This is an optimization exercise on Yosys and OpenROAD, whose aim is small area, not a production implementation. Only simulation tests tie the RTL to the original design; equivalence was not proved. Power is estimated from default activity; no workload was simulated.

Setup of run A:
Design hwsw_frame_commit, start of the top module:
module hwsw_frame_commit #(
   parameter int NUM_OBJ  = 16,
   parameter int SCREEN_H = 480
) (
   input  logic                                 clk,
   input  logic                                 reset,
   input  logic [1:0]                           to_hw_sig,
   input  logic [NUM_OBJ*32-1:0]                to_hw_data,
   input  logic                                 frame_start,
   output logic [1:0]                           to_sw_sig,
   output logic [NUM_OBJ*hwsw_pkg::COORD_W-1:0] obj_x,
   output logic [NUM_OBJ*hwsw_pkg::COORD_W-1:0] obj_y,
   output logic [NUM_OBJ*3-1:0]                 obj_state,
   output logic [NUM_OBJ*3-1:0]                 obj_type,
   output logic                                 frame_committed,
   output logic                                 proto_err
);
export LEC_CHECK = 0
export CAP_MARGIN = 20
export CORE_MARGIN = 2
export CORE_UTILIZATION = 40
export SLEW_MARGIN = 20
export SYNTH_HIERARCHICAL = 1
export SYNTH_MINIMUM_KEEP_SIZE = 0
create_clock -name core_clock -period 5.0 [get_ports {clk}]
standard.sh (not shown) runs the stock make flow with config.mk's settings and CLKGATE_MAP_FILE= SYNTH_SCRIPT=/design/flow/synth_recipe.tcl, a recipe that flattens the netlist after the stock synthesis.
==> flow/flow/run.sh <==
#!/bin/bash
# Own layout flow: the standard ORFS flow, with smaller port buffers and
# a lighter clock tree. Everything else (synthesis, floorplan, power grid,
# tap cells, placement, routing) is the standard flow unchanged.
set -euo pipefail
cd "$(dirname "$0")/.."

# Every input and output port still gets its own buffer; it is buf_1 rather
# than the flow's default pick, as the ports only drive/see light loads.
export BUFFER_PORTS_ARGS="-buffer_cell sky130_fd_sc_hd__buf_1"

# Clock tree without the dummy loads CTS adds for balancing.
export CTS_ARGS="-sink_clustering_enable -repair_clock_nets -dont_use_dummy_load -buf_list {${CTS_BUFS:-sky130_fd_sc_hd__clkbuf_8}} -sink_clustering_size ${CTS_SIZE:-18} -sink_clustering_max_diameter ${CTS_DIAM:-50}"

bash standard.sh > standard_flow.log 2>&1
Inputs modified between run A and run B:
- ABC_AREA: unset -> 1
--- outcome ---
Compared with run A, run B is hungrier on power.
Sort run B and run A by per-instance average area after synthesis asc -> top: run B
Taking run A as 1.0, run B lands at 1.2 on number of antenna violations at the first check in global routing.
The lower footprint of the multi-input gates came out of run A.
Run B vs run A — final cell count rose about 50%.
Of the two values seen for critical path's slowest cell, buf_4 was produced by run B and and4bb_4 by run A.
Run B: non-clock buffer count 0.83% above run A
As of run B, combinational power had risen by a few percent compared to run A.
Via count is lower on run A
Run B vs run A on count of clock-net buffers in the final layout: run B is the higher one.
Changes in run C relative to run B:
- ABC_AREA: 1 -> unset
==> flow/run.sh (new file) <==
#!/bin/bash
# synth_recipe.tcl (not shown) runs the flow's synth.tcl, then flattens the netlist and writes it again
# the make line also repeats each setting of config.mk as NAME=value (left out here)
make -C /OpenROAD-flow-scripts/flow DESIGN_CONFIG=/design/flow/config.mk WORK_HOME=/design/flow/orfs CLKGATE_MAP_FILE= SYNTH_SCRIPT=/design/flow/synth_recipe.tcl finish
removed: flow/flow/run.sh
removed: flow/standard.sh
### Flow results
Compared to run B, run C shows a narrower setup margin.
NOTE first-pass GRT wire length run B->run C decreased by a few percent
Combinational family with the most area after synthesis: simple AND/OR/NAND/NOR gates -> run B, compound AO/OA/AOI/OAI gates -> run C
On maximum cell stage delay along the critical path, the lower figure sits with run B, not run C.
Run C: combinational power share 1.6 points above run B
g_slot[7].u_slot.ac_st_q[2] as the end of the critical path was reported by run B, and g_slot[2].u_slot.ac_x_q[3] by run C.
Run B consumes less power than run C.

* * *

Starting RTL as in the previous note.
export LEC_CHECK = 0
export CAP_MARGIN = 5
export CORE_MARGIN = 2
export CORE_UTILIZATION = 40
export SLEW_MARGIN = 5
export SYNTH_HIERARCHICAL = 1
export SYNTH_MINIMUM_KEEP_SIZE = 0
create_clock -name core_clock -period 5.0 [get_ports {clk}]
==> flow/flow/run.sh <==
#!/bin/bash
# Own layout flow: the standard ORFS flow (standard.sh, synthesis
# unchanged), with smaller port buffers, a lighter clock tree and synthesis's
# speed-sized gates brought back to their smallest drive strength.
# Power grid, tap cells, placement and routing are the standard flow's.
set -euo pipefail
cd "$(dirname "$0")/.."
HERE="$(pwd)"

# Every input and output port still gets its own buffer; it is buf_1 rather
# than the flow's default pick, as the ports only drive/see light loads.
export BUFFER_PORTS_ARGS="-buffer_cell sky130_fd_sc_hd__buf_1"

# After floorplan: smallest drive strength for each logic gate; placement's
# repair_design and the later timing repairs size up where needed.
export POST_FLOORPLAN_TCL="$HERE/flow/downsize.tcl"

# Clock tree of clkbuf_8 clusters, without the dummy loads CTS adds for
# balancing.
export CTS_ARGS="-sink_clustering_enable -repair_clock_nets -dont_use_dummy_load -buf_list {sky130_fd_sc_hd__clkbuf_8} -sink_clustering_size 18 -sink_clustering_max_diameter 80"

bash standard.sh > standard_flow.log 2>&1
==> flow/flow/downsize.tcl <==
# Swap every combinational logic cell to the smallest drive strength of the
# same cell (same function and pins). Synthesis sizes some cells up for speed
# that this design does not need; later repair steps size up again wherever
# slew, capacitance or timing call for it.
set db [ord::get_db]
set block [[$db getChip] getBlock]
set dont_use [list]
if { [info exists ::env(DONT_USE_CELLS)] } { set dont_use $::env(DONT_USE_CELLS) }
set masters [dict create]
foreach lib [$db getLibs] {
  foreach m [$lib getMasters] {
    set n [$m getName]
    if { [regexp {^(sky130_fd_sc_hd__[a-z0-9]+)_([0-9]+)$} $n -> base drv] } {
      if { [lsearch -exact $dont_use $n] >= 0 } { continue }
      dict lappend masters $base $m
    }
  }
}
set swapped 0
foreach inst [$block getInsts] {
  set m [$inst getMaster]
  set n [$m getName]
  if { ![regexp {^(sky130_fd_sc_hd__[a-z0-9]+)_([0-9]+)$} $n -> base drv] } { continue }
  set short [string range $base 16 end]
  if { [regexp {^(df|dl|sdf|edf|sedf|tap|fill|decap|conb|clk|buf|bufinv|dly|diode|probe|lpflow|macro)} $short] } { continue }
  if { ![dict exists $masters $base] } { continue }
  set best $m
  set best_area [expr { [$m getWidth] * [$m getHeight] }]
  foreach c [dict get $masters $base] {
    set a [expr { [$c getWidth] * [$c getHeight] }]
    if { $a < $best_area } { set best $c; set best_area $a }
  }
  if { $best ne $m } {
    $inst swapMaster $best
    incr swapped
  }
}
puts "downsize: swapped $swapped cells to smaller drive strengths"
The starting point completed without violations.
Rerun with:
--- a/flow/flow/run.sh
+++ b/flow/flow/run.sh
@@ -20 +20 @@
-export CTS_ARGS="-sink_clustering_enable -repair_clock_nets -dont_use_dummy_load -buf_list {sky130_fd_sc_hd__clkbuf_8} -sink_clustering_size 18 -sink_clustering_max_diameter 80"
+export CTS_ARGS="-sink_clustering_enable -repair_clock_nets -dont_use_dummy_load -buf_list {sky130_fd_sc_hd__clkbuf_8} -sink_clustering_size 30 -sink_clustering_max_diameter 40"
--- a/flow/flow/downsize.tcl
+++ b/flow/flow/downsize.tcl
@@ -25 +25 @@
-  if { [regexp {^(df|dl|sdf|edf|sedf|tap|fill|decap|conb|clk|buf|bufinv|dly|diode|probe|lpflow|macro)} $short] } { continue }
+  if { [regexp {^(df|dl|sdf|edf|sedf|tap|fill|decap|conb|clk|buf|inv|bufinv|dly|diode|probe|lpflow|macro)} $short] } { continue }
Settings changed: CAP_MARGIN 5 to 20, PLACE_DENSITY set to 0.85, SLEW_MARGIN 5 to 20.
Result: The changed run passed the timing, DRC and antenna checks. Area after synthesis is unchanged. Via count goes up by 0.98%. Global-route usage goes down by 1.7 points. Flip-flop and latch count does not change. Worst setup slack improved by 340 ps. Routed wire length goes down by 7.0%. Non-clock buffer count goes up by 2. Clock-buffer cell count goes up by 35.
Rerun with:
--- a/flow/flow/run.sh
+++ b/flow/flow/run.sh
@@ -20 +20 @@
-export CTS_ARGS="-sink_clustering_enable -repair_clock_nets -dont_use_dummy_load -buf_list {sky130_fd_sc_hd__clkbuf_8} -sink_clustering_size 30 -sink_clustering_max_diameter 40"
+export CTS_ARGS="-sink_clustering_enable -repair_clock_nets -dont_use_dummy_load -buf_list {sky130_fd_sc_hd__clkbuf_8} -sink_clustering_size 22 -sink_clustering_max_diameter 45"
Settings changed: PLACE_DENSITY 0.85 to not set.
After rerunning: Design area barely changes; worst setup slack loses 400 ps; synthesized cell count stays the same; first-iteration DRC count drops by a little under a tenth; final cell count hardly moves; clock-buffer cell count climbs by 7; power climbs slightly; critical path depth climbs by 2; clock power climbs by a few percent.
Rerun with:
--- a/flow/flow/run.sh
+++ b/flow/flow/run.sh
@@ -20 +20 @@
-export CTS_ARGS="-sink_clustering_enable -repair_clock_nets -dont_use_dummy_load -buf_list {sky130_fd_sc_hd__clkbuf_8} -sink_clustering_size 22 -sink_clustering_max_diameter 45"
+export CTS_ARGS="-sink_clustering_enable -repair_clock_nets -dont_use_dummy_load -buf_list {sky130_fd_sc_hd__clkbuf_8} -sink_clustering_size 25 -sink_clustering_max_diameter 40"
What happened: Worst setup slack improved by 130 ps. Count of clock-buffer cells in the layout grows by 10. Utilization grows by 0.20 points. Clock skew stays flat. Sequential power hardly moves. Sequential cell count does not change. Routed wire length grows by 0.34%. Total power grows by 0.98%. Design area grows by 0.44%. Combinational power barely changes.

what the ideal ports hide:
The results above use ideal ports. As a check the final layouts listed here were re-extracted and re-timed, cells and wires unchanged. Step 1 assumes that a clkbuf_16 drives the clock port and a buf_2 every other input. Step 2, shift: input delay + t, output delay - t, t = (earliest + latest rising clock arrival at the registers) / 2. This alone moves slack from input paths to output paths. a / b / c = no drivers / after step 1 / after step 2; a / b = the first two.
run	shift t [ns]	setup slack, ns	slew at the worst register clock pin (ns)	worst slew at a driven data input, ns	cell pins on the clock port's net
run A	0.702	1.986 / 1.986 / 1.662	0.11 / 0.11	0.18	1
run B	0.725	2.255 / 2.255 / 1.558	0.12 / 0.12	0.28	1
run C	0.684	2.140 / 2.084 / 1.400	0.06 / 0.06	0.20	1
the first run of note 2	0.725	1.646 / 1.646 / 1.646	0.12 / 0.12	0.17	1
the second run of note 2	0.703	1.988 / 1.988 / 1.712	0.11 / 0.11	0.14	1
the third run of note 2	0.722	1.592 / 1.592 / 1.592	0.12 / 0.12	0.22	1
the fourth run of note 2	0.737	1.722 / 1.722 / 1.669	0.12 / 0.12	0.18	1
After both steps every run listed still meets setup and hold. The setup slack of run C, which loses most, moves by -0.056 ns with the drivers and by -0.740 ns with both steps.
